Context: an optimization exercise on an open-source flow, tuned for small area, a short achievable clock period and few clock cycles per item. The choices shown serve that exercise and are no tape-out recipe.
In this exercise RTL edits were held to simulation tests only and were not proved equivalent to the original.

--- design/flow/design.v ---
    function automatic logic [7:0] get_byte(input logic [127:0] b, input integer n);
        get_byte = b[8*(15-n) +: 8];
    endfunction
    function automatic logic [31:0] get_word(input logic [127:0] b, input integer k);
        get_word = {get_byte(b, k + 12), get_byte(b, k + 8), get_byte(b, k + 4), get_byte(b, k)};
    endfunction
    function automatic logic [7:0] rcon(input logic [3:0] i);
        case (i)
            4'd1:    rcon = 8'h01;
            4'd2:    rcon = 8'h02;
            4'd3:    rcon = 8'h04;
            4'd4:    rcon = 8'h08;
            4'd5:    rcon = 8'h10;
            4'd6:    rcon = 8'h20;
            4'd7:    rcon = 8'h40;
            4'd8:    rcon = 8'h80;
            4'd9:    rcon = 8'h1b;
            4'd10:   rcon = 8'h36;
            default: rcon = 8'h00;
        endcase
    endfunction
`timescale 1ns/1ps
module aes_dec_regs (
    input  logic         clk,
    input  logic         avs_read_i,
    input  logic         avs_write_i,
    input  logic [3:0]   avs_address_i,
    input  logic [31:0]  avs_writedata_i,
    input  logic         decrypt_busy_i,
    input  logic         key_ready_i,
    input  logic [127:0] plaintext_i,
    output logic [31:0]  avs_readdata_o,
    output logic         avs_waitrequest_o,
    output logic         expand_start_o,
    output logic         key_write_o,
    output logic         decrypt_start_o,
    output logic [127:0] cipher_key_o,
    output logic [127:0] ciphertext_o
);
    function automatic logic [7:0] get_byte(input logic [127:0] b, input integer n);
        get_byte = b[8*(15-n) +: 8];
    endfunction
    function automatic logic [31:0] get_word(input logic [127:0] b, input integer k);
        get_word = {get_byte(b, k + 12), get_byte(b, k + 8), get_byte(b, k + 4), get_byte(b, k)};
    endfunction
    function automatic logic [7:0] rcon(input logic [3:0] i);
        case (i)
            4'd1:    rcon = 8'h01;
            4'd2:    rcon = 8'h02;
            4'd3:    rcon = 8'h04;
            4'd4:    rcon = 8'h08;
            4'd5:    rcon = 8'h10;
            4'd6:    rcon = 8'h20;
            4'd7:    rcon = 8'h40;
            4'd8:    rcon = 8'h80;
            4'd9:    rcon = 8'h1b;
            4'd10:   rcon = 8'h36;
            default: rcon = 8'h00;
        endcase
    endfunction
    logic [3:0]   addr;
    logic         sel_key;
    logic         sel_ct;
    logic         sel_exp;
    logic         sel_dec;
    logic         wr_acc;
    logic [127:0] key_q;
    logic [127:0] ct_q;
    assign addr    = avs_address_i;
    assign sel_key = (addr[3:2] == 2'd0);
    assign sel_ct  = (addr[3:2] == 2'd1);
    assign sel_exp = (addr == 4'(8));
    assign sel_dec = (addr == 4'(9));
    assign avs_waitrequest_o = (avs_read_i  && sel_key && decrypt_busy_i) ||
                               (avs_write_i && (sel_key || sel_exp) && decrypt_busy_i) ||
                               (avs_write_i && sel_dec && !key_ready_i);
    assign wr_acc          = avs_write_i && !avs_waitrequest_o;
    assign expand_start_o  = wr_acc && sel_exp;
    assign decrypt_start_o = wr_acc && sel_dec;
    assign key_write_o     = wr_acc && sel_key;
    always_ff @(posedge clk) begin
        for (int k = 0; k < 4; k++) begin
            for (int i = 0; i < 4; i++) begin
                if (wr_acc && sel_key && addr[1:0] == 2'(k)) begin
                    key_q[8*(15-(k+4*i)) +: 8] <= avs_writedata_i[8*i +: 8];
                end
                if (wr_acc && sel_ct && addr[1:0] == 2'(k)) begin
                    ct_q[8*(15-(k+4*i)) +: 8] <= avs_writedata_i[8*i +: 8];
                end
            end
        end
    end
    assign cipher_key_o = key_q;
    assign ciphertext_o = ct_q;
    always_comb begin
        avs_readdata_o = '0;
        if (sel_key) begin
            avs_readdata_o = get_word(plaintext_i, addr[1:0]);
        end
    end
endmodule
`timescale 1ns/1ps
module aes_key_expand (
    input  logic         clk,
    input  logic         rst_n,
    input  logic         expand_start_i,
    input  logic         decrypt_start_i,
    input  logic         decrypt_busy_i,
    input  logic         key_write_i,
    input  logic [127:0] cipher_key_i,
    output logic         key_ready_o,
    output logic         last_round_o,
    output logic [127:0] whiten_key_o,
    output logic [127:0] round_key_o
);
    function automatic logic [7:0] get_byte(input logic [127:0] b, input integer n);
        get_byte = b[8*(15-n) +: 8];
    endfunction
    function automatic logic [31:0] get_word(input logic [127:0] b, input integer k);
        get_word = {get_byte(b, k + 12), get_byte(b, k + 8), get_byte(b, k + 4), get_byte(b, k)};
    endfunction
    function automatic logic [7:0] rcon(input logic [3:0] i);
        case (i)
            4'd1:    rcon = 8'h01;
            4'd2:    rcon = 8'h02;
            4'd3:    rcon = 8'h04;
            4'd4:    rcon = 8'h08;
            4'd5:    rcon = 8'h10;
            4'd6:    rcon = 8'h20;
            4'd7:    rcon = 8'h40;
            4'd8:    rcon = 8'h80;
            4'd9:    rcon = 8'h1b;
            4'd10:   rcon = 8'h36;
            default: rcon = 8'h00;
        endcase
    endfunction
    localparam logic [3:0] LAST_IDX = 4'(10);
    logic [127:0] rk_q;      
    logic [3:0]   idx_q;
    logic [31:0]  sub_q;     
    logic         clean_q;   
    logic         walk;      
    logic         last;      
    logic         fast;      
    logic         fwd;       
    logic         step_back;
    logic [31:0]  k0, k1, k2, k3;
    logic [31:0]  sub;
    logic [31:0]  w0;
    logic [127:0] fwd_key;
    logic [127:0] bwd_key;
    assign {k0, k1, k2, k3} = rk_q;
    assign walk      = !decrypt_busy_i && (idx_q != LAST_IDX);
    assign last      = decrypt_busy_i && (idx_q == 4'd1);
    assign fast      = last && clean_q;
    assign fwd       = walk || fast;
    assign step_back = decrypt_start_i || (decrypt_busy_i && idx_q != 4'd1);
    for (genvar i = 0; i < 4; i++) begin : g_sbox
        aes_sbox u_sbox (.x(sub_q[8*((i+3)%4) +: 8]), .y(sub[8*i +: 8]));
    end
    assign w0      = k0 ^ sub ^ {rcon(fwd ? idx_q + 4'd1 : idx_q), 24'h000000};
    assign fwd_key = {w0, k1 ^ w0, k2 ^ k1 ^ w0, k3 ^ k2 ^ k1 ^ w0};
    assign bwd_key = {w0, k0 ^ k1, k1 ^ k2, k2 ^ k3};
    always_ff @(posedge clk) begin
        if (!rst_n) begin
            idx_q <= LAST_IDX;
        end else if (expand_start_i) begin
            idx_q <= 4'd0;
        end else if (step_back) begin
            idx_q <= idx_q - 4'd1;
        end else if (fwd) begin
            idx_q <= idx_q + 4'd1;
        end
    end
    always_ff @(posedge clk) begin
        if (!rst_n) begin
            clean_q <= 1'b0;
        end else if (expand_start_i) begin
            clean_q <= 1'b1;
        end else if (key_write_i) begin
            clean_q <= 1'b0;
        end
    end
    always_ff @(posedge clk) begin
        if (expand_start_i) begin
            rk_q  <= cipher_key_i;
            sub_q <= cipher_key_i[31:0];
        end else if (step_back) begin
            rk_q  <= bwd_key;
            if (idx_q == 4'd2 && clean_q) begin
                sub_q <= k3 ^ k2;              
            end else begin
                sub_q <= k3 ^ k1;              
            end
        end else if (last && !clean_q) begin
            sub_q <= k3;                       
        end else if (fwd) begin
            rk_q  <= fwd_key;
            if (idx_q == LAST_IDX - 4'd1) begin
                sub_q <= k3;                   
            end else begin
                sub_q <= fwd_key[31:0];
            end
        end
    end
    assign key_ready_o  = (idx_q == LAST_IDX) && !decrypt_busy_i;
    assign last_round_o = (idx_q == 4'd1);
    assign whiten_key_o = rk_q;
    assign round_key_o  = {fast ? cipher_key_i[127:96] : w0, bwd_key[95:0]};
endmodule
`timescale 1ns/1ps
module aes_dec_core (
    input  logic         clk,
    input  logic         rst_n,
    input  logic         decrypt_start_i,
    input  logic         last_round_i,
    input  logic [127:0] ciphertext_i,
    input  logic [127:0] whiten_key_i,
    input  logic [127:0] round_key_i,
    output logic         decrypt_busy_o,
    output logic [127:0] plaintext_o
);
    function automatic logic [7:0] get_byte(input logic [127:0] b, input integer n);
        get_byte = b[8*(15-n) +: 8];
    endfunction
    function automatic logic [31:0] get_word(input logic [127:0] b, input integer k);
        get_word = {get_byte(b, k + 12), get_byte(b, k + 8), get_byte(b, k + 4), get_byte(b, k)};
    endfunction
    function automatic logic [7:0] rcon(input logic [3:0] i);
        case (i)
            4'd1:    rcon = 8'h01;
            4'd2:    rcon = 8'h02;
            4'd3:    rcon = 8'h04;
            4'd4:    rcon = 8'h08;
            4'd5:    rcon = 8'h10;
            4'd6:    rcon = 8'h20;
            4'd7:    rcon = 8'h40;
            4'd8:    rcon = 8'h80;
            4'd9:    rcon = 8'h1b;
            4'd10:   rcon = 8'h36;
            default: rcon = 8'h00;
        endcase
    endfunction
    logic         busy_q;
    logic [127:0] state_q;
    logic [127:0] imc;
    logic [127:0] sub_in;
    logic [127:0] nxt;
    for (genvar c = 0; c < 4; c++) begin : g_imc
        aes_imc_col u_imc (
            .a({state_q[127-32*c-24 -: 8], state_q[127-32*c-16 -: 8],
                state_q[127-32*c-8 -: 8], state_q[127-32*c -: 8]}),
            .y({imc[127-32*c-24 -: 8], imc[127-32*c-16 -: 8],
                imc[127-32*c-8 -: 8], imc[127-32*c -: 8]})
        );
    end
    assign sub_in = busy_q ? imc : (ciphertext_i ^ whiten_key_i);
    for (genvar r = 0; r < 4; r++) begin : g_row
        for (genvar c = 0; c < 4; c++) begin : g_col
            aes_inv_sbox_ark u_isbox (
                .x({round_key_i[8*(15-(r+4*c)) +: 8],
                    sub_in[8*(15-(r+4*((c+4-r)%4))) +: 8]}),
                .y(nxt[8*(15-(r+4*c)) +: 8])
            );
        end
    end
    always_ff @(posedge clk) begin
        if (!rst_n) begin
            busy_q <= 1'b0;
        end else if (decrypt_start_i) begin
            busy_q <= 1'b1;
        end else if (last_round_i) begin
            busy_q <= 1'b0;
        end
    end
    always_ff @(posedge clk) begin
        if (decrypt_start_i || busy_q) begin
            state_q <= nxt;
        end
    end
    assign decrypt_busy_o = busy_q;
    assign plaintext_o    = state_q;
endmodule
module aes_g_xor(input logic a, input logic b, output logic y);
    assign y = a ^ b;
endmodule
module aes_g_xnor(input logic a, input logic b, output logic y);
    assign y = ~(a ^ b);
endmodule
module aes_g_and(input logic a, input logic b, output logic y);
    assign y = a & b;
endmodule
module aes_g_nand(input logic a, input logic b, output logic y);
    assign y = ~(a & b);
endmodule
module aes_g_or(input logic a, input logic b, output logic y);
    assign y = a | b;
endmodule
module aes_g_nor(input logic a, input logic b, output logic y);
    assign y = ~(a | b);
endmodule
module aes_g_andn(input logic a, input logic b, output logic y);
    assign y = ~a & b;
endmodule
module aes_g_nandn(input logic a, input logic b, output logic y);
    assign y = a | ~b;
endmodule
module aes_inv_sbox_ark (
    input  logic [15:0] x,
    output logic [7:0] y
);
    logic P0, P1, P2, P3, P4, P5, P6, P7, P8, P9, P10, P11;
    logic P12, P13, P14, P15, P16, P17, P18, P19, P20, P21, P22, P23;
    logic P24, P25, P26, P27, P28, P29, M1, M2, M3, M4, M5, M6;
    logic M7, M8, M9, M10, M11, M12, M13, M14, M15, M16, M17, M18;
    logic M19, M20, M21, M22, M23, M24, M25, M26, M27, M28, M29, M30;
    logic M31, M32, M33, M34, M35, M36, M37, M38, M39, M40, M41, M42;
    logic M43, M44, M45, M46, M47, M48, M49, M50, M51, M52, M53, M54;
    logic M55, M56, M57, M58, M59, M60, M61, M62, M63, Q0, Q1, Q2;
    logic Q3, Q4, Q5, Q6, Q7, Q8, Q9, Q10, Q11, Q12, Q13, Q14;
    logic Q15, Q16, Q17, Q18, Q19, Q20, Q21, Q22, Q23, Q24, Q25, Q26;
    logic Q27, Q28, Q29, Q30, Q31, Q32, Q33, Q34, Q35, Q36, Q37, Q38;
    logic Q39, Q40, Q41, Q42;
    aes_g_xor u0 (.a(x[4]), .b(x[6]), .y(P0));
    aes_g_xor u1 (.a(x[0]), .b(x[1]), .y(P1));
    aes_g_xnor u2 (.a(x[3]), .b(x[4]), .y(P2));
    aes_g_xor u3 (.a(x[6]), .b(x[7]), .y(P3));
    aes_g_xor u4 (.a(P0), .b(P1), .y(P4));
    aes_g_xor u5 (.a(x[2]), .b(x[5]), .y(P5));
    aes_g_xor u6 (.a(x[0]), .b(x[3]), .y(P6));
    aes_g_xor u7 (.a(x[3]), .b(x[6]), .y(P7));
    aes_g_xor u8 (.a(x[7]), .b(P0), .y(P8));
    aes_g_xor u9 (.a(P1), .b(P3), .y(P9));
    aes_g_xor u10 (.a(x[1]), .b(x[2]), .y(P10));
    aes_g_xor u11 (.a(x[0]), .b(x[5]), .y(P11));
    aes_g_xor u12 (.a(x[2]), .b(x[3]), .y(P12));
    aes_g_xor u13 (.a(x[2]), .b(x[7]), .y(P13));
    aes_g_xnor u14 (.a(x[4]), .b(x[7]), .y(P14));
    aes_g_xor u15 (.a(x[1]), .b(x[5]), .y(P15));
    aes_g_xnor u16 (.a(P3), .b(P6), .y(P16));
    aes_g_xor u17 (.a(x[7]), .b(P5), .y(P17));
    aes_g_xnor u18 (.a(x[5]), .b(P2), .y(P18));
    aes_g_xor u19 (.a(P7), .b(P15), .y(P19));
    aes_g_xor u20 (.a(P1), .b(P7), .y(P20));
    aes_g_xor u21 (.a(P0), .b(P11), .y(P21));
    aes_g_xor u22 (.a(P1), .b(P2), .y(P22));
    aes_g_xnor u23 (.a(P2), .b(P10), .y(P23));
    aes_g_xnor u24 (.a(P0), .b(P5), .y(P24));
    aes_g_xnor u25 (.a(x[0]), .b(P2), .y(P25));
    aes_g_xor u26 (.a(P4), .b(P13), .y(P26));
    aes_g_xor u27 (.a(P9), .b(P12), .y(P27));
    aes_g_xor u28 (.a(x[3]), .b(P8), .y(P28));
    aes_g_xnor u29 (.a(x[5]), .b(P4), .y(P29));
    aes_g_nor u30 (.a(P9), .b(P24), .y(M1));
    aes_g_nor u31 (.a(P14), .b(P8), .y(M2));
    aes_g_xnor u32 (.a(P27), .b(M1), .y(M3));
    aes_g_nor u33 (.a(P4), .b(P17), .y(M4));
    aes_g_xor u34 (.a(M4), .b(M1), .y(M5));
    aes_g_nor u35 (.a(P22), .b(P19), .y(M6));
    aes_g_nor u36 (.a(P0), .b(P25), .y(M7));
    aes_g_xnor u37 (.a(P21), .b(M6), .y(M8));
    aes_g_nor u38 (.a(P20), .b(P29), .y(M9));
    aes_g_xor u39 (.a(M9), .b(M6), .y(M10));
    aes_g_nor u40 (.a(P2), .b(P26), .y(M11));
    aes_g_nor u41 (.a(P28), .b(P23), .y(M12));
    aes_g_xor u42 (.a(M12), .b(M11), .y(M13));
    aes_g_nor u43 (.a(P3), .b(P16), .y(M14));
    aes_g_xor u44 (.a(M14), .b(M11), .y(M15));
    aes_g_xor u45 (.a(M3), .b(M2), .y(M16));
    aes_g_xnor u46 (.a(M5), .b(P6), .y(M17));
    aes_g_xor u47 (.a(M8), .b(M7), .y(M18));
    aes_g_xor u48 (.a(M10), .b(M15), .y(M19));
    aes_g_xor u49 (.a(M16), .b(M13), .y(M20));
    aes_g_xor u50 (.a(M17), .b(M15), .y(M21));
    aes_g_xor u51 (.a(M18), .b(M13), .y(M22));
    aes_g_xnor u52 (.a(M19), .b(P18), .y(M23));
    aes_g_xnor u53 (.a(M22), .b(M23), .y(M24));
    aes_g_nand u54 (.a(M22), .b(M20), .y(M25));
    aes_g_xor u55 (.a(M21), .b(M25), .y(M26));
    aes_g_xnor u56 (.a(M20), .b(M21), .y(M27));
    aes_g_xor u57 (.a(M23), .b(M25), .y(M28));
    aes_g_nor u58 (.a(M28), .b(M27), .y(M29));
    aes_g_nor u59 (.a(M26), .b(M24), .y(M30));
    aes_g_nand u60 (.a(M20), .b(M23), .y(M31));
    aes_g_nor u61 (.a(M27), .b(M31), .y(M32));
    aes_g_xor u62 (.a(M27), .b(M25), .y(M33));
    aes_g_nand u63 (.a(M21), .b(M22), .y(M34));
    aes_g_nor u64 (.a(M24), .b(M34), .y(M35));
    aes_g_xor u65 (.a(M24), .b(M25), .y(M36));
    aes_g_xnor u66 (.a(M21), .b(M29), .y(M37));
    aes_g_xnor u67 (.a(M32), .b(M33), .y(M38));
    aes_g_xnor u68 (.a(M23), .b(M30), .y(M39));
    aes_g_xnor u69 (.a(M35), .b(M36), .y(M40));
    aes_g_xnor u70 (.a(M38), .b(M40), .y(M41));
    aes_g_xnor u71 (.a(M37), .b(M39), .y(M42));
    aes_g_xnor u72 (.a(M37), .b(M38), .y(M43));
    aes_g_xnor u73 (.a(M39), .b(M40), .y(M44));
    aes_g_xnor u74 (.a(M42), .b(M41), .y(M45));
    aes_g_nor u75 (.a(M44), .b(P24), .y(M46));
    aes_g_nor u76 (.a(M40), .b(P8), .y(M47));
    aes_g_nor u77 (.a(M39), .b(P17), .y(M48));
    aes_g_nor u78 (.a(M43), .b(P19), .y(M49));
    aes_g_nor u79 (.a(M38), .b(P25), .y(M50));
    aes_g_nor u80 (.a(M37), .b(P29), .y(M51));
    aes_g_nor u81 (.a(M42), .b(P26), .y(M52));
    aes_g_nor u82 (.a(M45), .b(P23), .y(M53));
    aes_g_nor u83 (.a(M41), .b(P16), .y(M54));
    aes_g_nor u84 (.a(M44), .b(P9), .y(M55));
    aes_g_nor u85 (.a(M40), .b(P14), .y(M56));
    aes_g_nor u86 (.a(M39), .b(P4), .y(M57));
    aes_g_nor u87 (.a(M43), .b(P22), .y(M58));
    aes_g_nor u88 (.a(M38), .b(P0), .y(M59));
    aes_g_nor u89 (.a(M37), .b(P20), .y(M60));
    aes_g_nor u90 (.a(M42), .b(P2), .y(M61));
    aes_g_nor u91 (.a(M45), .b(P28), .y(M62));
    aes_g_nor u92 (.a(M41), .b(P3), .y(M63));
    aes_g_xor u93 (.a(M52), .b(M61), .y(Q0));
    aes_g_xor u94 (.a(M58), .b(Q0), .y(Q1));
    aes_g_xor u95 (.a(M59), .b(Q1), .y(Q2));
    aes_g_xor u96 (.a(M54), .b(M62), .y(Q3));
    aes_g_xor u97 (.a(M47), .b(M50), .y(Q4));
    aes_g_xor u98 (.a(M48), .b(M56), .y(Q5));
    aes_g_xor u99 (.a(Q2), .b(Q3), .y(Q6));
    aes_g_xor u100 (.a(M57), .b(M63), .y(Q7));
    aes_g_xor u101 (.a(M60), .b(Q4), .y(Q8));
    aes_g_xor u102 (.a(M49), .b(Q5), .y(Q9));
    aes_g_xor u103 (.a(M46), .b(M51), .y(Q10));
    aes_g_xor u104 (.a(M50), .b(M53), .y(Q11));
    aes_g_xor u105 (.a(Q8), .b(Q9), .y(Q12));
    aes_g_xor u106 (.a(Q2), .b(Q11), .y(Q13));
    aes_g_xor u107 (.a(M59), .b(x[14]), .y(Q14));
    aes_g_xor u108 (.a(M54), .b(M63), .y(Q15));
    aes_g_xor u109 (.a(M48), .b(x[12]), .y(Q16));
    aes_g_xor u110 (.a(M51), .b(x[15]), .y(Q17));
    aes_g_xor u111 (.a(M57), .b(x[13]), .y(Q18));
    aes_g_xor u112 (.a(x[10]), .b(Q4), .y(Q19));
    aes_g_xor u113 (.a(M55), .b(M61), .y(Q20));
    aes_g_xor u114 (.a(Q5), .b(Q7), .y(Q21));
    aes_g_xor u115 (.a(M49), .b(Q17), .y(Q22));
    aes_g_xor u116 (.a(M55), .b(Q15), .y(Q23));
    aes_g_xor u117 (.a(M49), .b(x[9]), .y(Q24));
    aes_g_xor u118 (.a(x[8]), .b(Q7), .y(Q25));
    aes_g_xor u119 (.a(M46), .b(Q16), .y(Q26));
    aes_g_xor u120 (.a(Q10), .b(Q19), .y(Q27));
    aes_g_xor u121 (.a(Q14), .b(Q23), .y(Q28));
    aes_g_xor u122 (.a(x[11]), .b(Q10), .y(Q29));
    aes_g_xor u123 (.a(Q20), .b(Q25), .y(Q30));
    aes_g_xor u124 (.a(M62), .b(Q24), .y(Q31));
    aes_g_xor u125 (.a(Q3), .b(Q12), .y(Q32));
    aes_g_xor u126 (.a(Q21), .b(Q29), .y(Q33));
    aes_g_xor u127 (.a(Q0), .b(Q12), .y(Q34));
    aes_g_xor u128 (.a(Q1), .b(Q18), .y(Q35));
    aes_g_xor u129 (.a(Q28), .b(Q34), .y(Q36));
    aes_g_xor u130 (.a(Q32), .b(Q35), .y(Q37));
    aes_g_xor u131 (.a(Q13), .b(Q33), .y(Q38));
    aes_g_xor u132 (.a(Q13), .b(Q31), .y(Q39));
    aes_g_xor u133 (.a(Q6), .b(Q26), .y(Q40));
    aes_g_xor u134 (.a(Q6), .b(Q22), .y(Q41));
    aes_g_xor u135 (.a(Q6), .b(Q27), .y(Q42));
    assign y[0] = Q30;
    assign y[1] = Q39;
    assign y[2] = Q42;
    assign y[3] = Q38;
    assign y[4] = Q40;
    assign y[5] = Q37;
    assign y[6] = Q36;
    assign y[7] = Q41;
endmodule
module aes_sbox (
    input  logic [7:0] x,
    output logic [7:0] y
);
    logic T1, T2, T3, T4, T5, T6, T7, T8, T9, T10, T11, T12;
    logic T13, T14, T15, T16, T17, T18, T19, T20, T21, T22, T23, T24;
    logic T25, T26, T27, M1, M2, M3, M4, M5, M6, M7, M8, M9;
    logic M10, M11, M12, M13, M14, M15, M16, M17, M18, M19, M20, M21;
    logic M22, M23, M24, M25, M26, M27, M28, M29, M30, M31, M32, M33;
    logic M34, M35, M36, M37, M38, M39, M40, M41, M42, M43, M44, M45;
    logic M46, M47, M48, M49, M50, M51, M52, M53, M54, M55, M56, M57;
    logic M58, M59, M60, M61, M62, M63, L0, L1, L2, L3, L4, L5;
    logic L6, L7, L8, L9, L10, L11, L12, L13, L14, L15, L16, L17;
    logic L18, L19, L20, L21, L22, L23, L24, L25, L26, L27, L28, L29;
    logic S0, S1, S2, S3, S4, S5, S6, S7;
    aes_g_xnor u0 (.a(x[7]), .b(x[4]), .y(T1));
    aes_g_xnor u1 (.a(x[7]), .b(x[2]), .y(T2));
    aes_g_xnor u2 (.a(x[7]), .b(x[1]), .y(T3));
    aes_g_xnor u3 (.a(x[4]), .b(x[2]), .y(T4));
    aes_g_xor u4 (.a(x[3]), .b(x[1]), .y(T5));
    aes_g_xor u5 (.a(T1), .b(T5), .y(T6));
    aes_g_xor u6 (.a(x[6]), .b(x[5]), .y(T7));
    aes_g_xor u7 (.a(x[0]), .b(T6), .y(T8));
    aes_g_xnor u8 (.a(x[0]), .b(T7), .y(T9));
    aes_g_xor u9 (.a(T6), .b(T7), .y(T10));
    aes_g_xor u10 (.a(x[6]), .b(x[2]), .y(T11));
    aes_g_xor u11 (.a(x[5]), .b(x[2]), .y(T12));
    aes_g_xnor u12 (.a(T3), .b(T4), .y(T13));
    aes_g_xnor u13 (.a(T6), .b(T11), .y(T14));
    aes_g_xnor u14 (.a(T5), .b(T11), .y(T15));
    aes_g_xnor u15 (.a(T5), .b(T12), .y(T16));
    aes_g_xnor u16 (.a(T9), .b(T16), .y(T17));
    aes_g_xor u17 (.a(x[4]), .b(x[0]), .y(T18));
    aes_g_xor u18 (.a(T7), .b(T18), .y(T19));
    aes_g_xor u19 (.a(T1), .b(T19), .y(T20));
    aes_g_xor u20 (.a(x[1]), .b(x[0]), .y(T21));
    aes_g_xnor u21 (.a(T7), .b(T21), .y(T22));
    aes_g_xnor u22 (.a(T2), .b(T22), .y(T23));
    aes_g_xor u23 (.a(T2), .b(T10), .y(T24));
    aes_g_xor u24 (.a(T20), .b(T17), .y(T25));
    aes_g_xor u25 (.a(T3), .b(T16), .y(T26));
    aes_g_xor u26 (.a(T1), .b(T12), .y(T27));
    aes_g_nor u27 (.a(T13), .b(T6), .y(M1));
    aes_g_nor u28 (.a(T23), .b(T8), .y(M2));
    aes_g_xor u29 (.a(T14), .b(M1), .y(M3));
    aes_g_nand u30 (.a(T19), .b(x[0]), .y(M4));
    aes_g_xnor u31 (.a(M4), .b(M1), .y(M5));
    aes_g_nor u32 (.a(T3), .b(T16), .y(M6));
    aes_g_nor u33 (.a(T22), .b(T9), .y(M7));
    aes_g_xor u34 (.a(T26), .b(M6), .y(M8));
    aes_g_nor u35 (.a(T20), .b(T17), .y(M9));
    aes_g_xor u36 (.a(M9), .b(M6), .y(M10));
    aes_g_nor u37 (.a(T1), .b(T15), .y(M11));
    aes_g_nor u38 (.a(T4), .b(T27), .y(M12));
    aes_g_xor u39 (.a(M12), .b(M11), .y(M13));
    aes_g_nor u40 (.a(T2), .b(T10), .y(M14));
    aes_g_xor u41 (.a(M14), .b(M11), .y(M15));
    aes_g_xor u42 (.a(M3), .b(M2), .y(M16));
    aes_g_xor u43 (.a(M5), .b(T24), .y(M17));
    aes_g_xor u44 (.a(M8), .b(M7), .y(M18));
    aes_g_xor u45 (.a(M10), .b(M15), .y(M19));
    aes_g_xor u46 (.a(M16), .b(M13), .y(M20));
    aes_g_xor u47 (.a(M17), .b(M15), .y(M21));
    aes_g_xor u48 (.a(M18), .b(M13), .y(M22));
    aes_g_xor u49 (.a(M19), .b(T25), .y(M23));
    aes_g_xnor u50 (.a(M22), .b(M23), .y(M24));
    aes_g_nand u51 (.a(M22), .b(M20), .y(M25));
    aes_g_xor u52 (.a(M21), .b(M25), .y(M26));
    aes_g_xnor u53 (.a(M20), .b(M21), .y(M27));
    aes_g_xor u54 (.a(M23), .b(M25), .y(M28));
    aes_g_nor u55 (.a(M28), .b(M27), .y(M29));
    aes_g_nor u56 (.a(M26), .b(M24), .y(M30));
    aes_g_nand u57 (.a(M20), .b(M23), .y(M31));
    aes_g_nor u58 (.a(M27), .b(M31), .y(M32));
    aes_g_xor u59 (.a(M27), .b(M25), .y(M33));
    aes_g_nand u60 (.a(M21), .b(M22), .y(M34));
    aes_g_nor u61 (.a(M24), .b(M34), .y(M35));
    aes_g_xor u62 (.a(M24), .b(M25), .y(M36));
    aes_g_xnor u63 (.a(M21), .b(M29), .y(M37));
    aes_g_xnor u64 (.a(M32), .b(M33), .y(M38));
    aes_g_xor u65 (.a(M23), .b(M30), .y(M39));
    aes_g_xnor u66 (.a(M35), .b(M36), .y(M40));
    aes_g_xnor u67 (.a(M38), .b(M40), .y(M41));
    aes_g_xor u68 (.a(M37), .b(M39), .y(M42));
    aes_g_xnor u69 (.a(M37), .b(M38), .y(M43));
    aes_g_xor u70 (.a(M39), .b(M40), .y(M44));
    aes_g_xnor u71 (.a(M42), .b(M41), .y(M45));
    aes_g_nor u72 (.a(M44), .b(T6), .y(M46));
    aes_g_nor u73 (.a(M40), .b(T8), .y(M47));
    aes_g_nand u74 (.a(M39), .b(x[0]), .y(M48));
    aes_g_nor u75 (.a(M43), .b(T16), .y(M49));
    aes_g_nor u76 (.a(M38), .b(T9), .y(M50));
    aes_g_nor u77 (.a(M37), .b(T17), .y(M51));
    aes_g_nor u78 (.a(M42), .b(T15), .y(M52));
    aes_g_nor u79 (.a(M45), .b(T27), .y(M53));
    aes_g_nor u80 (.a(M41), .b(T10), .y(M54));
    aes_g_nor u81 (.a(M44), .b(T13), .y(M55));
    aes_g_nor u82 (.a(M40), .b(T23), .y(M56));
    aes_g_nand u83 (.a(M39), .b(T19), .y(M57));
    aes_g_nor u84 (.a(M43), .b(T3), .y(M58));
    aes_g_nor u85 (.a(M38), .b(T22), .y(M59));
    aes_g_nor u86 (.a(M37), .b(T20), .y(M60));
    aes_g_nor u87 (.a(M42), .b(T1), .y(M61));
    aes_g_nor u88 (.a(M45), .b(T4), .y(M62));
    aes_g_nor u89 (.a(M41), .b(T2), .y(M63));
    aes_g_xor u90 (.a(M61), .b(M62), .y(L0));
    aes_g_xor u91 (.a(M50), .b(M56), .y(L1));
    aes_g_xnor u92 (.a(M46), .b(M48), .y(L2));
    aes_g_xor u93 (.a(M47), .b(M55), .y(L3));
    aes_g_xor u94 (.a(M54), .b(M58), .y(L4));
    aes_g_xor u95 (.a(M49), .b(M61), .y(L5));
    aes_g_xor u96 (.a(M62), .b(L5), .y(L6));
    aes_g_xor u97 (.a(M46), .b(L3), .y(L7));
    aes_g_xor u98 (.a(M51), .b(M59), .y(L8));
    aes_g_xor u99 (.a(M52), .b(M53), .y(L9));
    aes_g_xor u100 (.a(M53), .b(L4), .y(L10));
    aes_g_xor u101 (.a(M60), .b(L2), .y(L11));
    aes_g_xnor u102 (.a(M48), .b(M51), .y(L12));
    aes_g_xor u103 (.a(M50), .b(L0), .y(L13));
    aes_g_xor u104 (.a(M52), .b(M61), .y(L14));
    aes_g_xor u105 (.a(M55), .b(L1), .y(L15));
    aes_g_xor u106 (.a(M56), .b(L0), .y(L16));
    aes_g_xnor u107 (.a(M57), .b(L1), .y(L17));
    aes_g_xor u108 (.a(M58), .b(L8), .y(L18));
    aes_g_xor u109 (.a(M63), .b(L4), .y(L19));
    aes_g_xor u110 (.a(L0), .b(L1), .y(L20));
    aes_g_xor u111 (.a(L1), .b(L7), .y(L21));
    aes_g_xor u112 (.a(L3), .b(L12), .y(L22));
    aes_g_xor u113 (.a(L18), .b(L2), .y(L23));
    aes_g_xor u114 (.a(L15), .b(L9), .y(L24));
    aes_g_xor u115 (.a(L6), .b(L10), .y(L25));
    aes_g_xor u116 (.a(L7), .b(L9), .y(L26));
    aes_g_xor u117 (.a(L8), .b(L10), .y(L27));
    aes_g_xor u118 (.a(L11), .b(L14), .y(L28));
    aes_g_xor u119 (.a(L11), .b(L17), .y(L29));
    aes_g_xor u120 (.a(L6), .b(L24), .y(S0));
    aes_g_xnor u121 (.a(L16), .b(L26), .y(S1));
    aes_g_xnor u122 (.a(L19), .b(L28), .y(S2));
    aes_g_xor u123 (.a(L6), .b(L21), .y(S3));
    aes_g_xor u124 (.a(L20), .b(L22), .y(S4));
    aes_g_xor u125 (.a(L25), .b(L29), .y(S5));
    aes_g_xnor u126 (.a(L13), .b(L27), .y(S6));
    aes_g_xnor u127 (.a(L6), .b(L23), .y(S7));
    assign y[0] = S7;
    assign y[1] = S6;
    assign y[2] = S5;
    assign y[3] = S4;
    assign y[4] = S3;
    assign y[5] = S2;
    assign y[6] = S1;
    assign y[7] = S0;
endmodule
module aes_imc_col (
    input  logic [31:0] a,
    output logic [31:0] y
);
    logic T0, T1, T2, T3, T4, T5, T6, T7, T8, T9, T10, T11;
    logic T12, T13, T14, T15, T16, T17, T18, T19, T20, T21, T22, T23;
    logic T24, T25, T26, T27, T28, T29, T30, T31, T32, T33, T34, T35;
    logic T36, T37, T38, T39, T40, T41, T42, T43, T44, T45, T46, T47;
    logic T48, T49, T50, T51, T52, T53, T54, T55, T56, T57, T58, T59;
    logic T60, T61, T62, T63, T64, T65, T66, T67, T68, T69, T70, T71;
    logic T72, T73, T74, T75, T76, T77, T78, T79, T80, T81, T82, T83;
    logic T84, T85, T86, T87, T88, T89, T90, T91, T92, T93, T94, T95;
    logic T96, T97, T98, T99, T100, T101, T102, T103, T104, T105, T106, T107;
    logic T108, T109, T110, T111, T112, T113, T114, T115, T116, T117, T118, T119;
    logic T120, T121, T122, T123, T124, T125, T126, T127, T128, T129, T130, T131;
    logic T132, T133, T134, T135, T136, T137, T138, T139, T140, T141, T142, T143;
    logic T144, T145, T146, T147, T148, T149, T150, T151, T152, T153, T154, T155;
    logic T156, T157, T158, T159, T160, T161, T162, T163, T164, T165, T166, T167;
    logic T168, T169, T170, T171, T172;
    aes_g_xor u0 (.a(a[13]), .b(a[29]), .y(T0));
    aes_g_xor u1 (.a(a[5]), .b(a[21]), .y(T1));
    aes_g_xor u2 (.a(a[6]), .b(a[22]), .y(T2));
    aes_g_xor u3 (.a(a[14]), .b(a[30]), .y(T3));
    aes_g_xor u4 (.a(T0), .b(T1), .y(T4));
    aes_g_xor u5 (.a(a[11]), .b(a[23]), .y(T5));
    aes_g_xor u6 (.a(a[7]), .b(a[27]), .y(T6));
    aes_g_xor u7 (.a(a[19]), .b(a[31]), .y(T7));
    aes_g_xor u8 (.a(a[3]), .b(a[15]), .y(T8));
    aes_g_xor u9 (.a(a[18]), .b(T3), .y(T9));
    aes_g_xor u10 (.a(a[10]), .b(T2), .y(T10));
    aes_g_xor u11 (.a(a[1]), .b(T4), .y(T11));
    aes_g_xor u12 (.a(a[9]), .b(a[25]), .y(T12));
    aes_g_xor u13 (.a(a[4]), .b(a[20]), .y(T13));
    aes_g_xor u14 (.a(a[12]), .b(a[28]), .y(T14));
    aes_g_xor u15 (.a(a[0]), .b(a[16]), .y(T15));
    aes_g_xor u16 (.a(a[8]), .b(a[24]), .y(T16));
    aes_g_xor u17 (.a(a[26]), .b(T10), .y(T17));
    aes_g_xor u18 (.a(a[2]), .b(T9), .y(T18));
    aes_g_xor u19 (.a(T5), .b(T7), .y(T19));
    aes_g_xor u20 (.a(T6), .b(T8), .y(T20));
    aes_g_xor u21 (.a(a[17]), .b(T12), .y(T21));
    aes_g_xor u22 (.a(a[7]), .b(a[23]), .y(T22));
    aes_g_xor u23 (.a(a[15]), .b(a[31]), .y(T23));
    aes_g_xor u24 (.a(a[17]), .b(T2), .y(T24));
    aes_g_xor u25 (.a(T15), .b(T16), .y(T25));
    aes_g_xor u26 (.a(T13), .b(T14), .y(T26));
    aes_g_xor u27 (.a(T19), .b(T20), .y(T27));
    aes_g_xor u28 (.a(T3), .b(T4), .y(T28));
    aes_g_xor u29 (.a(T11), .b(T21), .y(T29));
    aes_g_xor u30 (.a(T17), .b(T18), .y(T30));
    aes_g_xor u31 (.a(T11), .b(T24), .y(T31));
    aes_g_xor u32 (.a(a[15]), .b(a[23]), .y(T32));
    aes_g_xor u33 (.a(a[7]), .b(a[31]), .y(T33));
    aes_g_xor u34 (.a(a[23]), .b(a[31]), .y(T34));
    aes_g_xor u35 (.a(a[7]), .b(a[15]), .y(T35));
    aes_g_xor u36 (.a(a[2]), .b(a[17]), .y(T36));
    aes_g_xor u37 (.a(T5), .b(T8), .y(T37));
    aes_g_xor u38 (.a(a[4]), .b(T7), .y(T38));
    aes_g_xor u39 (.a(T5), .b(T6), .y(T39));
    aes_g_xor u40 (.a(T15), .b(T23), .y(T40));
    aes_g_xor u41 (.a(T2), .b(T14), .y(T41));
    aes_g_xor u42 (.a(T3), .b(T13), .y(T42));
    aes_g_xor u43 (.a(T2), .b(T16), .y(T43));
    aes_g_xor u44 (.a(T16), .b(T22), .y(T44));
    aes_g_xor u45 (.a(T0), .b(T8), .y(T45));
    aes_g_xor u46 (.a(T1), .b(T23), .y(T46));
    aes_g_xor u47 (.a(T0), .b(T22), .y(T47));
    aes_g_xor u48 (.a(a[26]), .b(T25), .y(T48));
    aes_g_xor u49 (.a(T1), .b(T39), .y(T49));
    aes_g_xor u50 (.a(T4), .b(T43), .y(T50));
    aes_g_xor u51 (.a(a[6]), .b(T26), .y(T51));
    aes_g_xor u52 (.a(a[22]), .b(T26), .y(T52));
    aes_g_xor u53 (.a(T17), .b(T40), .y(T53));
    aes_g_xor u54 (.a(T18), .b(T44), .y(T54));
    aes_g_xor u55 (.a(T27), .b(T41), .y(T55));
    aes_g_xor u56 (.a(T28), .b(T32), .y(T56));
    aes_g_xor u57 (.a(T27), .b(T42), .y(T57));
    aes_g_xor u58 (.a(a[13]), .b(a[30]), .y(T58));
    aes_g_xor u59 (.a(a[5]), .b(a[22]), .y(T59));
    aes_g_xor u60 (.a(a[4]), .b(a[28]), .y(T60));
    aes_g_xor u61 (.a(a[7]), .b(a[30]), .y(T61));
    aes_g_xor u62 (.a(a[1]), .b(a[9]), .y(T62));
    aes_g_xor u63 (.a(a[12]), .b(a[20]), .y(T63));
    aes_g_xor u64 (.a(a[1]), .b(a[25]), .y(T64));
    aes_g_xor u65 (.a(a[21]), .b(a[29]), .y(T65));
    aes_g_xor u66 (.a(a[14]), .b(a[23]), .y(T66));
    aes_g_xor u67 (.a(a[5]), .b(a[14]), .y(T67));
    aes_g_xor u68 (.a(a[8]), .b(a[16]), .y(T68));
    aes_g_xor u69 (.a(a[3]), .b(a[10]), .y(T69));
    aes_g_xor u70 (.a(a[2]), .b(a[19]), .y(T70));
    aes_g_xor u71 (.a(a[15]), .b(a[30]), .y(T71));
    aes_g_xor u72 (.a(a[12]), .b(a[21]), .y(T72));
    aes_g_xor u73 (.a(a[0]), .b(a[8]), .y(T73));
    aes_g_xor u74 (.a(a[11]), .b(a[18]), .y(T74));
    aes_g_xor u75 (.a(a[5]), .b(a[28]), .y(T75));
    aes_g_xor u76 (.a(a[16]), .b(a[24]), .y(T76));
    aes_g_xor u77 (.a(a[9]), .b(a[24]), .y(T77));
    aes_g_xor u78 (.a(a[9]), .b(a[26]), .y(T78));
    aes_g_xor u79 (.a(a[14]), .b(a[31]), .y(T79));
    aes_g_xor u80 (.a(a[25]), .b(T3), .y(T80));
    aes_g_xor u81 (.a(T7), .b(T69), .y(T81));
    aes_g_xor u82 (.a(T15), .b(T33), .y(T82));
    aes_g_xor u83 (.a(T34), .b(T68), .y(T83));
    aes_g_xor u84 (.a(a[24]), .b(T15), .y(T84));
    aes_g_xor u85 (.a(a[12]), .b(T13), .y(T85));
    aes_g_xor u86 (.a(a[29]), .b(T63), .y(T86));
    aes_g_xor u87 (.a(a[16]), .b(T35), .y(T87));
    aes_g_xor u88 (.a(T33), .b(T76), .y(T88));
    aes_g_xor u89 (.a(T6), .b(T12), .y(T89));
    aes_g_xor u90 (.a(a[0]), .b(T35), .y(T90));
    aes_g_xor u91 (.a(T7), .b(T75), .y(T91));
    aes_g_xor u92 (.a(a[28]), .b(T13), .y(T92));
    aes_g_xor u93 (.a(a[21]), .b(T58), .y(T93));
    aes_g_xor u94 (.a(T6), .b(T14), .y(T94));
    aes_g_xor u95 (.a(a[13]), .b(T59), .y(T95));
    aes_g_xor u96 (.a(a[27]), .b(T36), .y(T96));
    aes_g_xor u97 (.a(a[29]), .b(T67), .y(T97));
    aes_g_xor u98 (.a(T12), .b(T70), .y(T98));
    aes_g_xor u99 (.a(T3), .b(T12), .y(T99));
    aes_g_xor u100 (.a(a[20]), .b(T14), .y(T100));
    aes_g_xor u101 (.a(a[6]), .b(T65), .y(T101));
    aes_g_xor u102 (.a(a[0]), .b(T34), .y(T102));
    aes_g_xor u103 (.a(a[13]), .b(T60), .y(T103));
    aes_g_xor u104 (.a(a[8]), .b(T82), .y(T104));
    aes_g_xor u105 (.a(T9), .b(T25), .y(T105));
    aes_g_xor u106 (.a(T38), .b(T94), .y(T106));
    aes_g_xor u107 (.a(a[20]), .b(T45), .y(T107));
    aes_g_xor u108 (.a(T19), .b(T92), .y(T108));
    aes_g_xor u109 (.a(T10), .b(T96), .y(T109));
    aes_g_xor u110 (.a(T45), .b(T72), .y(T110));
    aes_g_xor u111 (.a(a[25]), .b(T83), .y(T111));
    aes_g_xor u112 (.a(T20), .b(T74), .y(T112));
    aes_g_xor u113 (.a(T4), .b(T81), .y(T113));
    aes_g_xor u114 (.a(T46), .b(T61), .y(T114));
    aes_g_xor u115 (.a(T10), .b(T64), .y(T115));
    aes_g_xor u116 (.a(T88), .b(T99), .y(T116));
    aes_g_xor u117 (.a(T37), .b(T98), .y(T117));
    aes_g_xor u118 (.a(T24), .b(T78), .y(T118));
    aes_g_xor u119 (.a(T37), .b(T100), .y(T119));
    aes_g_xor u120 (.a(T46), .b(T66), .y(T120));
    aes_g_xor u121 (.a(T47), .b(T79), .y(T121));
    aes_g_xor u122 (.a(T77), .b(T90), .y(T122));
    aes_g_xor u123 (.a(T36), .b(T80), .y(T123));
    aes_g_xor u124 (.a(T20), .b(T85), .y(T124));
    aes_g_xor u125 (.a(T19), .b(T25), .y(T125));
    aes_g_xor u126 (.a(T9), .b(T62), .y(T126));
    aes_g_xor u127 (.a(T21), .b(T73), .y(T127));
    aes_g_xor u128 (.a(T47), .b(T71), .y(T128));
    aes_g_xor u129 (.a(T11), .b(T116), .y(T129));
    aes_g_xor u130 (.a(T50), .b(T102), .y(T130));
    aes_g_xor u131 (.a(T28), .b(T117), .y(T131));
    aes_g_xor u132 (.a(T89), .b(T105), .y(T132));
    aes_g_xor u133 (.a(T18), .b(T106), .y(T133));
    aes_g_xor u134 (.a(T49), .b(T103), .y(T134));
    aes_g_xor u135 (.a(T52), .b(T121), .y(T135));
    aes_g_xor u136 (.a(T51), .b(T128), .y(T136));
    aes_g_xor u137 (.a(T109), .b(T125), .y(T137));
    aes_g_xor u138 (.a(T52), .b(T114), .y(T138));
    aes_g_xor u139 (.a(T48), .b(T112), .y(T139));
    aes_g_xor u140 (.a(T51), .b(T120), .y(T140));
    aes_g_xor u141 (.a(T18), .b(T119), .y(T141));
    aes_g_xor u142 (.a(T38), .b(T110), .y(T142));
    aes_g_xor u143 (.a(T50), .b(T87), .y(T143));
    aes_g_xor u144 (.a(T49), .b(T86), .y(T144));
    aes_g_xor u145 (.a(T28), .b(T104), .y(T145));
    aes_g_xor u146 (.a(T17), .b(T124), .y(T146));
    aes_g_xor u147 (.a(T91), .b(T107), .y(T147));
    aes_g_xor u148 (.a(T17), .b(T108), .y(T148));
    aes_g_xor u149 (.a(T11), .b(T137), .y(T149));
    aes_g_xor u150 (.a(T55), .b(T93), .y(T150));
    aes_g_xor u151 (.a(T53), .b(T123), .y(T151));
    aes_g_xor u152 (.a(T29), .b(T146), .y(T152));
    aes_g_xor u153 (.a(T54), .b(T118), .y(T153));
    aes_g_xor u154 (.a(T53), .b(T126), .y(T154));
    aes_g_xor u155 (.a(T56), .b(T84), .y(T155));
    aes_g_xor u156 (.a(T56), .b(T127), .y(T156));
    aes_g_xor u157 (.a(T30), .b(T142), .y(T157));
    aes_g_xor u158 (.a(T30), .b(T147), .y(T158));
    aes_g_xor u159 (.a(T29), .b(T148), .y(T159));
    aes_g_xor u160 (.a(T55), .b(T97), .y(T160));
    aes_g_xor u161 (.a(T31), .b(T139), .y(T161));
    aes_g_xor u162 (.a(T48), .b(T131), .y(T162));
    aes_g_xor u163 (.a(T30), .b(T144), .y(T163));
    aes_g_xor u164 (.a(T29), .b(T133), .y(T164));
    aes_g_xor u165 (.a(T54), .b(T115), .y(T165));
    aes_g_xor u166 (.a(T30), .b(T134), .y(T166));
    aes_g_xor u167 (.a(T31), .b(T122), .y(T167));
    aes_g_xor u168 (.a(T29), .b(T141), .y(T168));
    aes_g_xor u169 (.a(T57), .b(T101), .y(T169));
    aes_g_xor u170 (.a(T31), .b(T111), .y(T170));
    aes_g_xor u171 (.a(T113), .b(T132), .y(T171));
    aes_g_xor u172 (.a(T57), .b(T95), .y(T172));
    assign y[0] = T143;
    assign y[1] = T156;
    assign y[2] = T154;
    assign y[3] = T149;
    assign y[4] = T168;
    assign y[5] = T157;
    assign y[6] = T172;
    assign y[7] = T140;
    assign y[8] = T155;
    assign y[9] = T170;
    assign y[10] = T153;
    assign y[11] = T171;
    assign y[12] = T159;
    assign y[13] = T163;
    assign y[14] = T150;
    assign y[15] = T135;
    assign y[16] = T130;
    assign y[17] = T129;
    assign y[18] = T151;
    assign y[19] = T161;
    assign y[20] = T164;
    assign y[21] = T158;
    assign y[22] = T169;
    assign y[23] = T138;
    assign y[24] = T145;
    assign y[25] = T167;
    assign y[26] = T165;
    assign y[27] = T162;
    assign y[28] = T152;
    assign y[29] = T166;
    assign y[30] = T160;
    assign y[31] = T136;
endmodule
`timescale 1ns/1ps
module aes_dec_top (
    input  logic        clk,
    input  logic        rst_n,
    input  logic        avs_read_i,
    input  logic        avs_write_i,
    input  logic [3:0]  avs_address_i,
    input  logic [31:0] avs_writedata_i,
    output logic [31:0] avs_readdata_o,
    output logic        avs_waitrequest_o
);
    logic         expand_start;
    logic         key_write;
    logic         decrypt_start;
    logic         decrypt_busy;
    logic         key_ready;
    logic         last_round;
    logic [127:0] cipher_key;
    logic [127:0] ciphertext;
    logic [127:0] plaintext;
    logic [127:0] whiten_key;
    logic [127:0] round_key;
    aes_dec_regs i_aes_dec_regs (
        .clk               (clk),
        .avs_read_i        (avs_read_i),
        .avs_write_i       (avs_write_i),
        .avs_address_i     (avs_address_i),
        .avs_writedata_i   (avs_writedata_i),
        .decrypt_busy_i    (decrypt_busy),
        .key_ready_i       (key_ready),
        .plaintext_i       (plaintext),
        .avs_readdata_o    (avs_readdata_o),
        .avs_waitrequest_o (avs_waitrequest_o),
        .expand_start_o    (expand_start),
        .key_write_o       (key_write),
        .decrypt_start_o   (decrypt_start),
        .cipher_key_o      (cipher_key),
        .ciphertext_o      (ciphertext)
    );
    aes_key_expand i_aes_key_expand (
        .clk             (clk),
        .rst_n           (rst_n),
        .expand_start_i  (expand_start),
        .decrypt_start_i (decrypt_start),
        .decrypt_busy_i  (decrypt_busy),
        .key_write_i     (key_write),
        .cipher_key_i    (cipher_key),
        .key_ready_o     (key_ready),
        .last_round_o    (last_round),
        .whiten_key_o    (whiten_key),
        .round_key_o     (round_key)
    );
    aes_dec_core i_aes_dec_core (
        .clk             (clk),
        .rst_n           (rst_n),
        .decrypt_start_i (decrypt_start),
        .last_round_i    (last_round),
        .ciphertext_i    (ciphertext),
        .whiten_key_i    (whiten_key),
        .round_key_i     (round_key),
        .decrypt_busy_o  (decrypt_busy),
        .plaintext_o     (plaintext)
    );
endmodule
--- design/flow/run.sh ---
#!/bin/bash
# synth_recipe.tcl (not shown) runs the flow's synth.tcl, then flattens the netlist and writes it again
# the make line also repeats each setting of config.mk as NAME=value (left out here)
make -C /OpenROAD-flow-scripts/flow DESIGN_CONFIG=/design/flow/config.mk WORK_HOME=/design/flow/orfs CLKGATE_MAP_FILE= SYNTH_SCRIPT=/design/flow/synth_recipe.tcl finish
--- design/flow/config.mk ---
export PLATFORM = sky130hd
export DESIGN_NAME = aes_dec_top
export DESIGN_NICKNAME = aes_dec_top
export VERILOG_FILES = /design/flow/design.v
export SDC_FILE = /design/flow/constraint.sdc
export NUM_CORES = 8
export LEC_CHECK = 0
export CAP_MARGIN = 20
export CORE_MARGIN = 2
export CORE_UTILIZATION = 30
export PLACE_DENSITY = 0.9
export SETUP_SLACK_MARGIN = 1.4
export SLEW_MARGIN = 20
export SYNTH_HIERARCHICAL = 1
--- design/flow/constraint.sdc ---
create_clock -name core_clock -period 9.0 [get_ports {clk}]
set_input_delay 1.8000 -clock core_clock [delete_from_list [all_inputs] [get_ports {clk}]]
set_output_delay 1.8000 -clock core_clock [all_outputs]
set_load 0.01 [all_outputs]
==> results of run 1 <==
## routing by layer
layer | share of wire (%) | up-vias
li1 | - | 18272
met1 | 35 | 19586
met2 | 44 | 2717
met3 | 12 | 675
met4 | 8.2 | 14
met5 | 0.063 | -
## Yosys stat by module (local to each module, per instance), excerpt
module | cell area [um^2] | flip-flops and latches | cells inside | copies in the design
aes_imc_col | 240 | 0 | 32 | 4
aes_g_xor | 8.76 | 0 | 1 | 2220
aes_dec_regs | 8840 | 256 | 355 | 1
aes_key_expand | 12500 | 165 | 1368 | 1
aes_sbox | 60.1 | 0 | 8 | 4
aes_g_nand | 3.75 | 0 | 1 | 72
aes_g_xnor | 8.76 | 0 | 1 | 480
aes_inv_sbox_ark | 60.1 | 0 | 8 | 16
aes_g_nor | 3.75 | 0 | 1 | 608
## cells in the final DEF (no fill, tap or decap), types with 14 or more instances in the layout
cell type	instances
buf_4	49
clkbuf_16	67
nor2_1	696
mux2i_1	42
edfxtp_1	544
inv_1	15
nor3_1	33
o22ai_1	48
o21ai_1	21
clkdlybuf4s50_1	70
mux4_2	29
a21oi_1	19
nor3b_1	25
nand3_1	14
nand2_1	426
xor2_2	108
mux2_2	54
o21ai_2	88
nor2b_1	34
o21ai_0	150
xnor2_1	675
xnor2_2	43
xor2_1	2284
## through the flow
stage	hold slack (ps)	cell area [um^2]	cells
after floorplan	498	56500	5936
after global placement	502	57800	8090
after detailed placement	509	57800	8090
after CTS	502	60100	8209
after global routing	537	61400	8227
final	506	61400	8235
## flip-flops by register name, summed over array words and instances (netlist names)
register / cells
i_aes_dec_core.state_q: 128
i_aes_dec_regs.ct_q: 128
i_aes_dec_regs.key_q: 128
i_aes_key_expand.rk_q: 128
i_aes_key_expand.sub_q: 32
i_aes_key_expand.idx_q: 4
i_aes_dec_core.busy_q: 1
i_aes_key_expand.clean_q: 1
## worst max-delay path, delay by kind of cell (launching register included)
kind            cells  cell delay (ps)
flops               1              520
compound gates      1              200
simple gates        4              710
xor+xnor           19             5680
## kinds of logic after synthesis
kind of cell,Yosys count
compound gates,378
mux,128
flops,550
simple gates,1281
xor+xnor,3124
buf+inv,471
fa+ha+maj,4
## area by class of cell
type,instances,area [um^2]
Tap cell,2495,3120
Antenna cell,12,30.0
Clock inverter,44,487
Fill cell,18439,126000
Multi-Input combinational cell,4915,38400
Inverter,19,71.3
Timing Repair Buffer,125,1180
Clock buffer,75,1710
Sequential cell,550,16500
## worst paths after layout
path | end | cells after the start | slack [ps] | startpoint
max | i_aes_dec_core.state_q[7] | 24 | 1710 | i_aes_dec_core.state_q[110]
min | i_aes_key_expand.rk_q[94] | 2 | 510 | i_aes_dec_regs.key_q[94]
min reg2reg | i_aes_key_expand.rk_q[94] | 2 | 510 | i_aes_dec_regs.key_q[94]
max reg2reg | i_aes_dec_core.state_q[7] | 24 | 1710 | i_aes_dec_core.state_q[110]
## what timing repair did
action / CTS / global route
endpoints found under the hold margin: 0 / 0
setup buffers: 0 / 12
pin swaps: 0 / 10
resized for setup: 16 / 161
setup endpoints to repair: 54 / 132
==> impl_metrics.env, run 1 <==
export IMPL_wire_per_inst_um=21.5
export IMPL_synth_adder_area_share_pct=0.0886
export IMPL_rsz0062_at_grt="true"
export IMPL_gp_congestion=1.02
export IMPL_synth_area_per_cell_um2=9.51
export IMPL_fmaxAchievable_mhz=137
export IMPL_grtUsageMet1_pct=21.2
export IMPL_outcome="finished clean"
export IMPL_initial_core_util_pct=30.1
export IMPL_async_flop_share_pct=0
export IMPL_tritoncts="done"
export IMPL_vias=41264
export IMPL_top_usage_layer="met2"
export IMPL_synthFlopType="edfxtp_1"
export IMPL_yosysUniqueCellTypes=77
export IMPL_htreeDepth=3
export IMPL_synth_simple_gate_area_share_pct=9.27
export IMPL_tightest_slew_ps=1290
export IMPL_clk_pin_slew_worst_paths_ps=60
export IMPL_areaGrowthSynthToFinish_pct=8.73
export IMPL_cp_end_kind="flip-flop"
export IMPL_track_usage_pct=17.5
export IMPL_nets=5721
export IMPL_synth_area_leaders="xor2_1 37%, edfxtp_1 29%, xnor2_1 11%"
export IMPL_design_core_area_um2=187000
export IMPL_crit_path_top_delay_cell="edfxtp_1"
export IMPL_ys_seq_area_share_pct=29.1
export IMPL_place_port_buffers=72
export IMPL_fin_crit_sh_pct=81.0
export IMPL_slew_headroom_pct=12.9
export IMPL_die_width_um=438
export IMPL_grt_pass1_wl_mm=255
export IMPL_drive_gt1_share_pct=9.04
export IMPL_synth_compound_area_share_pct=4.36
export IMPL_io_pins=73
export IMPL_cpMostUsedCell="xor2_1"
export IMPL_ys_seq_elements=550
export IMPL_final_max_slew_viol_count=0
export IMPL_synth_area_mux_share_pct=3.12
export IMPL_cpPeakStageDelay_ps=520
export IMPL_met3_usage_pct=4.46
export IMPL_dieArea_um2=192000
export IMPL_path_max_fanout=6
export IMPL_crit_arrival_ps=7740
export IMPL_worstSetupPathType="flip-flop to flip-flop"
export IMPL_drtIter0Drc=5740
export IMPL_yosys_area_share_xor_xnor_pct=48.6
export IMPL_routed_wl_mm=177
export IMPL_first_pass_iters=6
export IMPL_grt_pass1_vias=39421
export IMPL_cts_sinks=550
export IMPL_required_ps=9450
export IMPL_gr_usage_met2_pct=27.3
export IMPL_yosysTopAreaCell="xor2_1"
export IMPL_path_cells="xor2_2 -> xor2_1 -> xor2_2 -> xor2_1 -> xor2_1 -> nand2_1 -> o21ai_2 -> xor2_2 -> xor2_1 -> xor2_1 -> nor2_1 -> xor2_1 -> xor2_1 -> xnor2_2 -> xnor2_1 -> nor2_1 -> xnor2_2 -> xnor2_1 -> nor2_1 -> xor2_1 -> xor2_1 -> xor2_1 -> xor2_1 -> xor2_1"
export IMPL_dieHeight_um=438
export IMPL_timing_final_hold_violations=0
export IMPL_yosysWarnings=9
export IMPL_synth_common_cells="2399 x xor2_1, 718 x xnor2_1, 701 x nor2_1"
export IMPL_antenna_found_initial=23
export IMPL_root_buffer="clkbuf_16"
export IMPL_worstSetupStartpointType="flip-flop"
export IMPL_numCtsBuffers=66
export IMPL_hold_class="flip-flop to flip-flop"
export IMPL_hold_buffers=0
export IMPL_fin_ws_ps=1710
export IMPL_dp_slack_ps=1210
export IMPL_tns_ps=0
export IMPL_vias_per_cell=5.01
export IMPL_syn_inst=5936
export IMPL_clk_latency_ps=640
export IMPL_drc=0
export IMPL_grt_max_degree=100
export IMPL_clock_skew_ps=47.1
export IMPL_rows=159
export IMPL_final_util_pct=32.8
export IMPL_synth_top_family_by_area="XOR/XNOR gates"
export IMPL_synth_edf_count=544
export IMPL_drtAntennaViolNets=0
export IMPL_synth_nets=5980
export IMPL_syn_area_um2=56500
export IMPL_clock_path_buffers=3
export IMPL_yosysMostFrequentCell="xor2_1"
export IMPL_setup_viol=0
export IMPL_grt_overflow=0
export IMPL_synth_top_area_share_pct=37.2
export IMPL_max_cap_viol_count=0
export IMPL_layout_min_cycle_time_ps=7290
export IMPL_dp_hpwl_mm=136
Testbench counts, summed over its fixed seeds: cycles 18,222, blocks 895.
==> inputs of run 2 (changes only) <==
--- a/design/flow/config.mk
+++ b/design/flow/config.mk
@@ -8,7 +8,7 @@
 export CAP_MARGIN = 20
 export CORE_MARGIN = 2
 export CORE_UTILIZATION = 30
-export PLACE_DENSITY = 0.9
+export PLACE_DENSITY = 0.75
 export SETUP_SLACK_MARGIN = 1.4
 export SLEW_MARGIN = 20
 export SYNTH_HIERARCHICAL = 1
==> impl_metrics.env, run 2 <==
export IMPL_outcome="finished clean"
export IMPL_layout_min_cycle_time_ps=7260
export IMPL_hold_class="flip-flop to flip-flop"
export IMPL_rsz0062_at_grt="true"
export IMPL_numCtsBuffers=68
export IMPL_max_cap_viol_count=0
export IMPL_crit_arrival_ps=7620
export IMPL_vias=40457
export IMPL_grt_overflow=0
export IMPL_seqCellArea_um2=16500
export IMPL_mostFrequentLayoutCell="xor2_1"
export IMPL_synth_nets=5980
export IMPL_synthFlopType="edfxtp_1"
export IMPL_grt_pass1_wl_mm=264
export IMPL_crit_path_top_delay_cell="edfxtp_1"
export IMPL_dp_hpwl_mm=143
export IMPL_critPathBufInv=0
export IMPL_clk_latency_ps=640
export IMPL_n_fill_cell=18785
export IMPL_dieHeight_um=438
export IMPL_timing_final_hold_violations=0
export IMPL_path_cells="xor2_2 -> xor2_2 -> xor2_2 -> xor2_2 -> xor2_1 -> nand2_1 -> o21ai_2 -> xor2_4 -> xor2_2 -> xor2_1 -> nor2_1 -> xor2_1 -> xor2_1 -> xnor2_2 -> xnor2_1 -> nor2_1 -> xnor2_2 -> xnor2_1 -> nor2_1 -> xor2_1 -> xor2_1 -> xor2_1 -> xor2_1 -> xor2_1"
export IMPL_fmaxAchievable_mhz=138
export IMPL_setup_viol=0
export IMPL_io_pins=73
export IMPL_htreeDepth=3
export IMPL_grt_max_degree=196
export IMPL_async_flop_share_pct=0
export IMPL_worstSetupPathType="flip-flop to flip-flop"
export IMPL_clock_path_buffers=3
export IMPL_drc=0
export IMPL_clock_skew_ps=31.8
export IMPL_wire_per_inst_um=22.3
export IMPL_drtIter0Drc=4713
export IMPL_ys_seq_elements=550
export IMPL_drtAntennaViolNets=0
export IMPL_routed_wl_mm=184
export IMPL_cts_sinks=550
export IMPL_die_width_um=438
export IMPL_vias_per_cell=4.89
export IMPL_path_max_fanout=6
export IMPL_tns_ps=0
export IMPL_hold_buffers=0
export IMPL_final_max_slew_viol_count=0
export IMPL_root_buffer="clkbuf_16"
export IMPL_cp_end_kind="flip-flop"
export IMPL_tightest_slew_ps=1270
export IMPL_yosysWarnings=9
export IMPL_synth_area_leaders="xor2_1 37%, edfxtp_1 29%, xnor2_1 11%"
export IMPL_areaGrowthSynthToFinish_pct=9.86
export IMPL_worstSetupStartpointType="flip-flop"
export IMPL_syn_inst=5936
export IMPL_clk_pin_slew_worst_paths_ps=50
export IMPL_dieArea_um2=192000
export IMPL_yosysTopAreaCell="xor2_1"
export IMPL_drive_gt1_share_pct=10.0
export IMPL_rows=159
export IMPL_yosysMostFrequentCell="xor2_1"
export IMPL_gp_congestion=1.01
export IMPL_fin_ws_ps=1740
export IMPL_design_core_area_um2=187000
export IMPL_initial_core_util_pct=30.1
export IMPL_synth_area_per_cell_um2=9.51
export IMPL_tritoncts="done"
export IMPL_synth_common_cells="2399 x xor2_1, 718 x xnor2_1, 701 x nor2_1"
export IMPL_first_pass_iters=6
export IMPL_antenna_found_initial=19
export IMPL_ys_seq_area_share_pct=29.1
export IMPL_dp_slack_ps=938
export IMPL_syn_area_um2=56500
export IMPL_cpPeakStageDelay_ps=560
export IMPL_nets=5765
export IMPL_synth_edf_count=544
export IMPL_fin_crit_sh_pct=80.7
export IMPL_multi_input_area_um2=38700
export IMPL_final_cell_mix="2272 x xor2_1, 696 x nor2_1, 663 x xnor2_1"
export IMPL_required_ps=9360
export IMPL_slew_headroom_pct=15.0
export IMPL_grt_pass1_vias=39642
export IMPL_synth_top_area_share_pct=37.2
export IMPL_track_usage_pct=18.4
export IMPL_cpMostUsedCell="xor2_1"
export IMPL_place_port_buffers=72
export IMPL_yosysUniqueCellTypes=77
export IMPL_cp_top_family="XOR/XNOR gates"
run 2: repair_timing:
item                       4_1_cts  5_1_grt
resized for setup               39      183
hold endpoints to repair         0        0
pin swaps                        2       11
setup endpoints to repair       87      123
setup buffers                    4       31
run 2: Yosys stat by module, one instance, submodules excluded, excerpt:
module / flops+latches / times used / cell area, um^2
aes_dec_regs: 256 / 1 / 8840
aes_g_xnor: 0 / 480 / 8.76
aes_g_xor: 0 / 2220 / 8.76
aes_dec_core: 129 / 1 / 6730
aes_g_nand: 0 / 72 / 3.75
aes_sbox: 0 / 4 / 60.1
aes_g_nor: 0 / 608 / 3.75
aes_imc_col: 0 / 4 / 240
aes_key_expand: 165 / 1 / 12500
aes_inv_sbox_ark: 0 / 16 / 60.1
run 2: metrics by stage:
stage	hold WS [ps]	util, %	area [um^2]	instances
after detailed placement	512	30.9	57900	8108
after CTS	525	32.2	60400	8237
after global routing	537	33.1	62000	8272
after global placement	503	30.9	57900	8108
after floorplan	498	-	56500	5936
final	521	33.1	62000	8280
run 2: logic make-up (layout without fill, tap and decap cells):
family	after synthesis	count (layout)	share of synthesized area, %
AOI/OAI and AO/OA	378	378	4.36
buffers and inverters	471	311	5.42
xor gates and xnor gates	3124	3124	48.6
adders and majority gates	4	4	0.0886
other	0	9	0
DFF	550	550	29.1
muxes	128	128	3.12
and+or+nand+nor	1281	1281	9.27
run 2: final timing paths:
| kind | startpoint | endpoint | slack [ps] | cells after the start |
|---|---|---|---|---|
| worst min-delay path | i_aes_dec_regs.key_q[86] | i_aes_key_expand.rk_q[86] | 520 | 2 |
| worst min register to register | i_aes_dec_regs.key_q[86] | i_aes_key_expand.rk_q[86] | 520 | 2 |
| worst max-delay path | i_aes_dec_core.state_q[117] | i_aes_dec_core.state_q[84] | 1740 | 24 |
| worst max register to register | i_aes_dec_core.state_q[117] | i_aes_dec_core.state_q[84] | 1740 | 24 |
run 2: worst register-to-register path: stages (launching register included):
cell	delay [ps]
edfxtp_1	560
xor2_2	330
xor2_2	330
xor2_2	360
xor2_2	320
xor2_1	370
nand2_1	270
o21ai_2	270
xor2_4	310
xor2_2	300
xor2_1	240
nor2_1	110
xor2_1	310
xor2_1	270
xnor2_2	160
xnor2_1	320
nor2_1	130
xnor2_2	330
xnor2_1	180
nor2_1	200
xor2_1	290
xor2_1	280
xor2_1	270
xor2_1	350
xor2_1	130
run 2: cell type report:
cell class,instances,share of cell area [%]
repair buffers,167,2.45
clock buffers,88,2.93
multi-input cells,4915,62.4
well taps,2495,5.03
clock inverters,37,0.532
inverters,19,0.115
diodes,9,0.0363
flip-flops and latches,550,26.5
run 2: metal layers:
layer / vias to the layer above / global-route usage, % / part of all wire (%)
met2: 1931 / 29.7 / 46
li1: 18359 / - / -
met3: 446 / 3.93 / 9.4
met1: 19709 / 22.7 / 38
met5: - / 0 / 0.041
met4: 12 / 10.7 / 6.8

separate check: timing with driven ports:
Ports are ideal in the flow. The routed layouts listed here were re-timed in OpenROAD.
Step 1 assumes that a clkbuf_16 drives the clock port and a buf_2 every other input.
Step 2, shift: input delay + t, output delay - t, t = (earliest + latest rising clock arrival at the registers) / 2. This alone moves slack from input paths to output paths.
Slacks: ideal / step 1 / step 2; pairs: ideal / step 1.
run | t, ns | setup slack, ns | hold WS [ns] | worst slew at a driven data input, ns | pins driven straight from the clock port
run 1 | 0.687 | 1.707 / 1.707 / 1.707 | 0.506 / 0.506 / 0.506 | 0.17 | 1
run 2 | 0.698 | 1.740 / 1.740 / 1.740 | 0.521 / 0.521 / 0.521 | 0.09 | 1
After both steps every run listed still meets setup and hold.
